This design comes from an exercise in tuning for small area, a short achievable clock period and few clock cycles on the open sky130 flow, not from production work.
The RTL was checked by simulation tests, not by an equivalence proof against the original design.

==> garnet: inputs <==
==> flow/design.v (excerpt) <==
module cluster_cone_midpoint #(
    parameter int COORD_WIDTH = 16
) (
    input  logic                                       clk,
    input  logic                                       rst_n,
    input  logic                                       cfg_wr_en,
    input  logic [ccm_pkg::CFG_IDX_W-1:0]              cfg_wr_index,
    input  logic [ccm_pkg::REG_W-1:0]                  cfg_wr_data,
    input  logic                                       s_tvalid,
    output logic                                       s_tready,
    input  logic [((3*COORD_WIDTH+7)/8)*8-1:0]         s_tdata,   
    input  logic                                       s_tuser,   
    input  logic                                       s_tlast,   
    output logic                                       m_tvalid,
    input  logic                                       m_tready,
    output logic [((3*COORD_WIDTH+7)/8)*8-1:0]         m_tdata    
);
clock: 12.5 ns
lec_check: 0
abc_area: 1
cap_margin: 20
core_margin: 2
core_utilization: 40
setup_slack_margin: 5
slew_margin: 20
run.sh (not shown) runs the stock make flow with config.mk's settings and CLKGATE_MAP_FILE= SYNTH_SCRIPT=/design/flow/synth_recipe.tcl, a recipe that flattens the netlist after the stock synthesis.
==> inputs of ember, as changes to garnet <==
--- a/flow/design.v
+++ b/flow/design.v
@@ -51,18 +51,61 @@
     logic                 best1_valid_reg;
     logic signed [W-1:0]  frame_low_reg;
     logic                 out_valid_reg;
     logic process;
     logic signed [W:0] mid_x_sum, mid_y_sum;
     assign process   = in_valid_reg && (!out_valid_reg || m_tready);
     assign s_tready  = !in_valid_reg || !out_valid_reg || m_tready;
-    assign mid_x_sum = (W+1)'(best0_x_reg) + (W+1)'(best1_x_reg);
-    assign mid_y_sum = (W+1)'(best0_y_reg) + (W+1)'(best1_y_reg);
+    logic [AW-1:0] mid_x_full, mid_y_full;
+    assign mid_x_full = add_bk(sx(best0_x_reg), sx(best1_x_reg), 1'b0);
+    assign mid_y_full = add_bk(sx(best0_y_reg), sx(best1_y_reg), 1'b0);
+    assign mid_x_sum  = mid_x_full[W:0];
+    assign mid_y_sum  = mid_y_full[W:0];
     assign m_tvalid  = out_valid_reg;
     assign m_tdata   = DATA_W'({frame_low_reg, mid_y_sum[W:1], mid_x_sum[W:1]});
+    localparam int AW = W + 2;
+    function automatic logic [AW-1:0] add_bk(input logic [AW-1:0] a, input logic [AW-1:0] b,
+                                             input logic cin);
+        logic [AW-1:0] p, g, gg, pp, s;
+        p = a ^ b;
+        g = a & b;
+        g[0] = g[0] | (p[0] & cin);
+        gg = g;
+        pp = p;
+        for (int d = 1; d < AW; d = d * 2)
+            for (int i = 2 * d - 1; i < AW; i = i + 2 * d)
+            begin
+                gg[i] = gg[i] | (pp[i] & gg[i - d]);
+                pp[i] = pp[i] & pp[i - d];
+            end
+        for (int d = 16; d >= 1; d = d / 2)
+            for (int i = 3 * d - 1; i < AW; i = i + 2 * d)
+            begin
+                gg[i] = gg[i] | (pp[i] & gg[i - d]);
+                pp[i] = pp[i] & pp[i - d];
+            end
+        s[0] = p[0] ^ cin;
+        for (int i = 1; i < AW; i++)
+            s[i] = p[i] ^ gg[i - 1];
+        add_bk = s;
+    endfunction
+    function automatic logic [AW-1:0] sx(input logic [W-1:0] v);
+        sx = {{(AW-W){v[W-1]}}, v};
+    endfunction
+    function automatic logic [W-1:0] neg_ripple(input logic [W-1:0] v);
+        logic [W-1:0] s;
+        logic c;
+        c = 1'b1;
+        for (int i = 0; i < W; i++)
+        begin
+            s[i] = !v[i] ^ c;
+            c    = !v[i] & c;
+        end
+        neg_ripple = s;
+    endfunction
     function automatic logic [1:0] bclass(input logic signed [W-1:0] x,
                                           input logic signed [W-1:0] y);
         logic [1:0] c;
         if (y[W-1])
             c = BC_LOW;
         else if ((y == '0) && !x[W-1])
             c = BC_MID;
@@ -115,16 +158,17 @@
     logic                qualify;
     always_comb
     begin
         logic signed [W-1:0]  e_frame_low;
         logic [1:0]           ca, c0, c1;
         logic                 above0, above1;
         logic signed [W:0]    h, wx, wy;
+        logic [AW-1:0]        h_full, wx_full, wy_full;
         seed_pos = W'(box_seed_reg);
-        seed_neg = -seed_pos;
+        seed_neg = neg_ripple(seed_pos);
         load_seed = process ? in_last_reg : !cluster_open_reg;
         box_min_x_next = lt_s((W+1)'(in_x_reg), (W+1)'(box_min_x_reg)) ? in_x_reg : box_min_x_reg;
         box_max_x_next = lt_s((W+1)'(box_max_x_reg), (W+1)'(in_x_reg)) ? in_x_reg : box_max_x_reg;
         box_min_y_next = lt_s((W+1)'(in_y_reg), (W+1)'(box_min_y_reg)) ? in_y_reg : box_min_y_reg;
         box_max_y_next = lt_s((W+1)'(box_max_y_reg), (W+1)'(in_y_reg)) ? in_y_reg : box_max_y_reg;
         box_min_z_next = lt_s((W+1)'(in_z_reg), (W+1)'(box_min_z_reg)) ? in_z_reg : box_min_z_reg;
         box_max_z_next = lt_s((W+1)'(box_max_z_reg), (W+1)'(in_z_reg)) ? in_z_reg : box_max_z_reg;
@@ -132,27 +176,35 @@
         c0 = bclass(best0_x_reg, best0_y_reg);
         c1 = bclass(best1_x_reg, best1_y_reg);
         above0 = (ca != c0) ? (ca > c0) : ((ca != BC_MID) && gt0);
         above1 = (ca != c1) ? (ca > c1) : ((ca != BC_MID) && gt1);
         take0    = process && (!cluster_open_reg || above0);
         take1_b0 = process && cluster_open_reg && above0;
         take1_a  = process && (!cluster_open_reg || (!above0 && (!best1_valid_reg || above1)));
-        h  = (W+1)'(box_max_z_next) - (W+1)'(box_min_z_next);
-        wx = (W+1)'(box_max_x_next) - (W+1)'(box_min_x_next);
-        wy = (W+1)'(box_max_y_next) - (W+1)'(box_min_y_next);
+        h_full  = add_bk(sx(box_max_z_next), ~sx(box_min_z_next), 1'b1);
+        wx_full = add_bk(sx(box_max_x_next), ~sx(box_min_x_next), 1'b1);
+        wy_full = add_bk(sx(box_max_y_next), ~sx(box_min_y_next), 1'b1);
+        h  = h_full[W:0];
+        wx = wx_full[W:0];
+        wy = wy_full[W:0];
         qualify = in_last_reg
                && lt_s((W+1)'({1'b0, min_height_reg}), h)
                && lt_s(h, (W+1)'({1'b0, max_height_reg}))
                && lt_s(wx, (W+1)'({1'b0, max_width_x_reg}))
                && lt_s(wy, (W+1)'({1'b0, max_width_y_reg}));
         e_frame_low    = in_first_reg ? '0 : frame_low_reg;
         frame_low_next = e_frame_low;
         if (qualify && lt_s((W+1)'(box_min_z_next), (W+1)'(e_frame_low)))
             frame_low_next = box_min_z_next;
     end
+    logic [AW-1:0] s_x2, s_y2, s_x3, s_y3;
+    assign s_x2 = {s_tdata[W-1], s_tdata[W-1:0], 1'b0};
+    assign s_y2 = {s_tdata[2*W-1], s_tdata[2*W-1:W], 1'b0};
+    assign s_x3 = add_bk(sx(s_tdata[W-1:0]), s_x2, 1'b0);
+    assign s_y3 = add_bk(sx(s_tdata[2*W-1:W]), s_y2, 1'b0);
     always_ff @(posedge clk or negedge rst_n)
     begin
         if (!rst_n)
             in_valid_reg <= 1'b0;
         else if (s_tready)
             in_valid_reg <= s_tvalid;
     end
@@ -161,16 +213,16 @@
         if (s_tready)
         begin
             in_x_reg     <= s_tdata[W-1:0];
             in_y_reg     <= s_tdata[2*W-1:W];
             in_z_reg     <= s_tdata[3*W-1:2*W];
             in_first_reg <= s_tuser;
             in_last_reg  <= s_tlast;
-            in_x3_reg    <= (W+2)'(signed'(s_tdata[W-1:0])) * 3;
-            in_y3_reg    <= (W+2)'(signed'(s_tdata[2*W-1:W])) * 3;
+            in_x3_reg    <= s_x3;
+            in_y3_reg    <= s_y3;
         end
     end
     always_ff @(posedge clk or negedge rst_n)
     begin
         if (!rst_n)
         begin
             cluster_open_reg <= 1'b0;
@@ -1083,10 +1135,73 @@
     assign {t796, t795} = {1'b0, t734} + {1'b0, t735} + {1'b0, t679};
     logic t798, t797;
     assign {t798, t797} = {1'b0, t736} + {1'b0, t737} + {1'b0, t287};
     logic t800, t799;
     assign {t800, t799} = {1'b0, t738} + {1'b0, t739} + {1'b0, 1'b1};
     wire [32:0] rs = {t800, t798, t796, t794, t792, t790, t788, t786, t784, t782, t780, t778, t776, t774, t772, t770, t768, t766, t764, t762, t760, t758, t756, t754, t752, t750, t748, t746, t744, t742, t741, t2, t1};
     wire [32:0] rc = {t740, t799, t797, t795, t793, t791, t789, t787, t785, t783, t781, t779, t777, t775, t773, t771, t769, t767, t765, t763, t761, t759, t757, t755, t753, t751, t749, t747, t745, t743, 1'b1, t146, t145};
-    wire [32:0] rsum = rs + rc;
-    assign gt = ~rsum[32];
+    wire [31:0] rg = rs[31:0] & rc[31:0];
+    wire [31:0] rp = rs[31:0] | rc[31:0];
+    wire cg1 = rg[1] | (rp[1] & rg[0]);
+    wire cp1 = rp[1] & rp[0];
+    wire cg2 = rg[3] | (rp[3] & rg[2]);
+    wire cp2 = rp[3] & rp[2];
+    wire cg3 = cg2 | (cp2 & cg1);
+    wire cp3 = cp2 & cp1;
+    wire cg4 = rg[5] | (rp[5] & rg[4]);
+    wire cp4 = rp[5] & rp[4];
+    wire cg5 = rg[7] | (rp[7] & rg[6]);
+    wire cp5 = rp[7] & rp[6];
+    wire cg6 = cg5 | (cp5 & cg4);
+    wire cp6 = cp5 & cp4;
+    wire cg7 = cg6 | (cp6 & cg3);
+    wire cp7 = cp6 & cp3;
+    wire cg8 = rg[9] | (rp[9] & rg[8]);
+    wire cp8 = rp[9] & rp[8];
+    wire cg9 = rg[11] | (rp[11] & rg[10]);
+    wire cp9 = rp[11] & rp[10];
+    wire cg10 = cg9 | (cp9 & cg8);
+    wire cp10 = cp9 & cp8;
+    wire cg11 = rg[13] | (rp[13] & rg[12]);
+    wire cp11 = rp[13] & rp[12];
+    wire cg12 = rg[15] | (rp[15] & rg[14]);
+    wire cp12 = rp[15] & rp[14];
+    wire cg13 = cg12 | (cp12 & cg11);
+    wire cp13 = cp12 & cp11;
+    wire cg14 = cg13 | (cp13 & cg10);
+    wire cp14 = cp13 & cp10;
+    wire cg15 = cg14 | (cp14 & cg7);
+    wire cp15 = cp14 & cp7;
+    wire cg16 = rg[17] | (rp[17] & rg[16]);
+    wire cp16 = rp[17] & rp[16];
+    wire cg17 = rg[19] | (rp[19] & rg[18]);
+    wire cp17 = rp[19] & rp[18];
+    wire cg18 = cg17 | (cp17 & cg16);
+    wire cp18 = cp17 & cp16;
+    wire cg19 = rg[21] | (rp[21] & rg[20]);
+    wire cp19 = rp[21] & rp[20];
+    wire cg20 = rg[23] | (rp[23] & rg[22]);
+    wire cp20 = rp[23] & rp[22];
+    wire cg21 = cg20 | (cp20 & cg19);
+    wire cp21 = cp20 & cp19;
+    wire cg22 = cg21 | (cp21 & cg18);
+    wire cp22 = cp21 & cp18;
+    wire cg23 = rg[25] | (rp[25] & rg[24]);
+    wire cp23 = rp[25] & rp[24];
+    wire cg24 = rg[27] | (rp[27] & rg[26]);
+    wire cp24 = rp[27] & rp[26];
+    wire cg25 = cg24 | (cp24 & cg23);
+    wire cp25 = cp24 & cp23;
+    wire cg26 = rg[29] | (rp[29] & rg[28]);
+    wire cp26 = rp[29] & rp[28];
+    wire cg27 = rg[31] | (rp[31] & rg[30]);
+    wire cp27 = rp[31] & rp[30];
+    wire cg28 = cg27 | (cp27 & cg26);
+    wire cp28 = cp27 & cp26;
+    wire cg29 = cg28 | (cp28 & cg25);
+    wire cp29 = cp28 & cp25;
+    wire cg30 = cg29 | (cp29 & cg22);
+    wire cp30 = cp29 & cp22;
+    wire cg31 = cg30 | (cp30 & cg15);
+    wire cp31 = cp30 & cp15;
+    assign gt = ~(rs[32] ^ rc[32] ^ cg31);
 endmodule
--- a/flow/config.mk
+++ b/flow/config.mk
@@ -5,9 +5,11 @@
 export SDC_FILE = /design/flow/constraint.sdc
 export NUM_CORES = 4
 export LEC_CHECK = 0
 export ABC_AREA = 1
 export CAP_MARGIN = 20
 export CORE_MARGIN = 2
 export CORE_UTILIZATION = 40
+export CTS_CLUSTER_DIAMETER = 60
+export CTS_CLUSTER_SIZE = 30
 export SETUP_SLACK_MARGIN = 5
 export SLEW_MARGIN = 20
==> inputs of violet, as changes to garnet <==
--- a/flow/design.v
+++ b/flow/design.v
@@ -51,18 +51,61 @@
     logic                 best1_valid_reg;
     logic signed [W-1:0]  frame_low_reg;
     logic                 out_valid_reg;
     logic process;
     logic signed [W:0] mid_x_sum, mid_y_sum;
     assign process   = in_valid_reg && (!out_valid_reg || m_tready);
     assign s_tready  = !in_valid_reg || !out_valid_reg || m_tready;
-    assign mid_x_sum = (W+1)'(best0_x_reg) + (W+1)'(best1_x_reg);
-    assign mid_y_sum = (W+1)'(best0_y_reg) + (W+1)'(best1_y_reg);
+    logic [AW-1:0] mid_x_full, mid_y_full;
+    assign mid_x_full = add_bk(sx(best0_x_reg), sx(best1_x_reg), 1'b0);
+    assign mid_y_full = add_bk(sx(best0_y_reg), sx(best1_y_reg), 1'b0);
+    assign mid_x_sum  = mid_x_full[W:0];
+    assign mid_y_sum  = mid_y_full[W:0];
     assign m_tvalid  = out_valid_reg;
     assign m_tdata   = DATA_W'({frame_low_reg, mid_y_sum[W:1], mid_x_sum[W:1]});
+    localparam int AW = W + 2;
+    function automatic logic [AW-1:0] add_bk(input logic [AW-1:0] a, input logic [AW-1:0] b,
+                                             input logic cin);
+        logic [AW-1:0] p, g, gg, pp, s;
+        p = a ^ b;
+        g = a & b;
+        g[0] = g[0] | (p[0] & cin);
+        gg = g;
+        pp = p;
+        for (int d = 1; d < AW; d = d * 2)
+            for (int i = 2 * d - 1; i < AW; i = i + 2 * d)
+            begin
+                gg[i] = gg[i] | (pp[i] & gg[i - d]);
+                pp[i] = pp[i] & pp[i - d];
+            end
+        for (int d = 16; d >= 1; d = d / 2)
+            for (int i = 3 * d - 1; i < AW; i = i + 2 * d)
+            begin
+                gg[i] = gg[i] | (pp[i] & gg[i - d]);
+                pp[i] = pp[i] & pp[i - d];
+            end
+        s[0] = p[0] ^ cin;
+        for (int i = 1; i < AW; i++)
+            s[i] = p[i] ^ gg[i - 1];
+        add_bk = s;
+    endfunction
+    function automatic logic [AW-1:0] sx(input logic [W-1:0] v);
+        sx = {{(AW-W){v[W-1]}}, v};
+    endfunction
+    function automatic logic [W-1:0] neg_ripple(input logic [W-1:0] v);
+        logic [W-1:0] s;
+        logic c;
+        c = 1'b1;
+        for (int i = 0; i < W; i++)
+        begin
+            s[i] = !v[i] ^ c;
+            c    = !v[i] & c;
+        end
+        neg_ripple = s;
+    endfunction
     function automatic logic [1:0] bclass(input logic signed [W-1:0] x,
                                           input logic signed [W-1:0] y);
         logic [1:0] c;
         if (y[W-1])
             c = BC_LOW;
         else if ((y == '0) && !x[W-1])
             c = BC_MID;
@@ -115,16 +158,17 @@
     logic                qualify;
     always_comb
     begin
         logic signed [W-1:0]  e_frame_low;
         logic [1:0]           ca, c0, c1;
         logic                 above0, above1;
         logic signed [W:0]    h, wx, wy;
+        logic [AW-1:0]        h_full, wx_full, wy_full;
         seed_pos = W'(box_seed_reg);
-        seed_neg = -seed_pos;
+        seed_neg = neg_ripple(seed_pos);
         load_seed = process ? in_last_reg : !cluster_open_reg;
         box_min_x_next = lt_s((W+1)'(in_x_reg), (W+1)'(box_min_x_reg)) ? in_x_reg : box_min_x_reg;
         box_max_x_next = lt_s((W+1)'(box_max_x_reg), (W+1)'(in_x_reg)) ? in_x_reg : box_max_x_reg;
         box_min_y_next = lt_s((W+1)'(in_y_reg), (W+1)'(box_min_y_reg)) ? in_y_reg : box_min_y_reg;
         box_max_y_next = lt_s((W+1)'(box_max_y_reg), (W+1)'(in_y_reg)) ? in_y_reg : box_max_y_reg;
         box_min_z_next = lt_s((W+1)'(in_z_reg), (W+1)'(box_min_z_reg)) ? in_z_reg : box_min_z_reg;
         box_max_z_next = lt_s((W+1)'(box_max_z_reg), (W+1)'(in_z_reg)) ? in_z_reg : box_max_z_reg;
@@ -132,27 +176,35 @@
         c0 = bclass(best0_x_reg, best0_y_reg);
         c1 = bclass(best1_x_reg, best1_y_reg);
         above0 = (ca != c0) ? (ca > c0) : ((ca != BC_MID) && gt0);
         above1 = (ca != c1) ? (ca > c1) : ((ca != BC_MID) && gt1);
         take0    = process && (!cluster_open_reg || above0);
         take1_b0 = process && cluster_open_reg && above0;
         take1_a  = process && (!cluster_open_reg || (!above0 && (!best1_valid_reg || above1)));
-        h  = (W+1)'(box_max_z_next) - (W+1)'(box_min_z_next);
-        wx = (W+1)'(box_max_x_next) - (W+1)'(box_min_x_next);
-        wy = (W+1)'(box_max_y_next) - (W+1)'(box_min_y_next);
+        h_full  = add_bk(sx(box_max_z_next), ~sx(box_min_z_next), 1'b1);
+        wx_full = add_bk(sx(box_max_x_next), ~sx(box_min_x_next), 1'b1);
+        wy_full = add_bk(sx(box_max_y_next), ~sx(box_min_y_next), 1'b1);
+        h  = h_full[W:0];
+        wx = wx_full[W:0];
+        wy = wy_full[W:0];
         qualify = in_last_reg
                && lt_s((W+1)'({1'b0, min_height_reg}), h)
                && lt_s(h, (W+1)'({1'b0, max_height_reg}))
                && lt_s(wx, (W+1)'({1'b0, max_width_x_reg}))
                && lt_s(wy, (W+1)'({1'b0, max_width_y_reg}));
         e_frame_low    = in_first_reg ? '0 : frame_low_reg;
         frame_low_next = e_frame_low;
         if (qualify && lt_s((W+1)'(box_min_z_next), (W+1)'(e_frame_low)))
             frame_low_next = box_min_z_next;
     end
+    logic [AW-1:0] s_x2, s_y2, s_x3, s_y3;
+    assign s_x2 = {s_tdata[W-1], s_tdata[W-1:0], 1'b0};
+    assign s_y2 = {s_tdata[2*W-1], s_tdata[2*W-1:W], 1'b0};
+    assign s_x3 = add_bk(sx(s_tdata[W-1:0]), s_x2, 1'b0);
+    assign s_y3 = add_bk(sx(s_tdata[2*W-1:W]), s_y2, 1'b0);
     always_ff @(posedge clk or negedge rst_n)
     begin
         if (!rst_n)
             in_valid_reg <= 1'b0;
         else if (s_tready)
             in_valid_reg <= s_tvalid;
     end
@@ -161,16 +213,16 @@
         if (s_tready)
         begin
             in_x_reg     <= s_tdata[W-1:0];
             in_y_reg     <= s_tdata[2*W-1:W];
             in_z_reg     <= s_tdata[3*W-1:2*W];
             in_first_reg <= s_tuser;
             in_last_reg  <= s_tlast;
-            in_x3_reg    <= (W+2)'(signed'(s_tdata[W-1:0])) * 3;
-            in_y3_reg    <= (W+2)'(signed'(s_tdata[2*W-1:W])) * 3;
+            in_x3_reg    <= s_x3;
+            in_y3_reg    <= s_y3;
         end
     end
     always_ff @(posedge clk or negedge rst_n)
     begin
         if (!rst_n)
         begin
             cluster_open_reg <= 1'b0;
--- a/flow/config.mk
+++ b/flow/config.mk
@@ -5,9 +5,11 @@
 export SDC_FILE = /design/flow/constraint.sdc
 export NUM_CORES = 4
 export LEC_CHECK = 0
 export ABC_AREA = 1
 export CAP_MARGIN = 20
 export CORE_MARGIN = 2
 export CORE_UTILIZATION = 40
+export CTS_CLUSTER_DIAMETER = 80
+export CTS_CLUSTER_SIZE = 40
 export SETUP_SLACK_MARGIN = 5
 export SLEW_MARGIN = 20
==> impl_metrics.yaml <==
run_status:
  outcome: "finished clean"
critical_path:
  path_max_fanout: 64
  critPathArrivalTime_ps: 7650
synthesis:
  synth_xor_xnor_area_share_pct: 1.16
sta:
  timing.hold.ws_ps: 486
That was ember.
==> impl_metrics.yaml <==
critical_path:
  path_common_cell: "fa_1"
  path_max_fanout: 14
  critPathArrivalTime_ps: 7640
cells_and_area:
  layout_common_cells: "nand2_1, inv_1, fa_1"
synthesis:
  ys_warn_count: 1
  synth-compound-area-share_pct: 20.1
sta:
  timing.hold.ws_ps: 500
routing:
  wl_met1_mm: 61.9
run_status:
  outcome: "finished clean"
That was violet.
==> impl_metrics.yaml <==
run_status:
  outcome: "finished clean"
synthesis:
  synth_cells: 5039
  synth_xor_xnor_area_share_pct: 2.13
  ys.flop_type: "edfxtp_1"
critical_path:
  path_max_fanout: 64
  critPathArrivalTime_ps: 7810
floorplan:
  die_h_um: 326
sta:
  setup_viol: 0
  timing.hold.ws_ps: 484
That was garnet.
Testbench counts of garnet, summed over its fixed seeds: cycles 17,830.
Testbench counts of ember, summed over its fixed seeds: cycles 17,830.
Testbench counts of violet, summed over its fixed seeds: cycles 17,830.

[port drivers added, routing unchanged]
Ports are ideal in the flow. The routed layouts listed here were re-timed in OpenROAD. Step 1: set_driving_cell puts a clkbuf_16 on clk and a buf_2 on each other input, an assumption about the parent block. Step 2 times the ports against the registers' clock, not the clock port: input delays grow and output delays shrink by t, the midpoint of the rising clock arrivals with the driver on. a / b / c = ideal / step 1 / step 2; a / b = the first two.
| run | t (ns) | setup WS [ns] | hold WS [ns] | worst setup path at the end | cell pins on the clock port's net |
|---|---|---|---|---|---|
| garnet | 0.692 | 5.062 / 5.062 / 5.062 | 0.484 / 0.484 / 0.484 | register to register | 1 |
| ember | 0.667 | 5.192 / 5.192 / 5.192 | 0.486 / 0.486 / 0.486 | register to register | 1 |
| violet | 0.656 | 5.189 / 5.127 / 4.958 | 0.500 / 0.500 / 0.500 | input to register | 1 |
After both steps every run listed still meets setup and hold. For violet, which loses most, drivers alone change the setup slack by -0.062 ns; drivers and shift together by -0.231 ns.
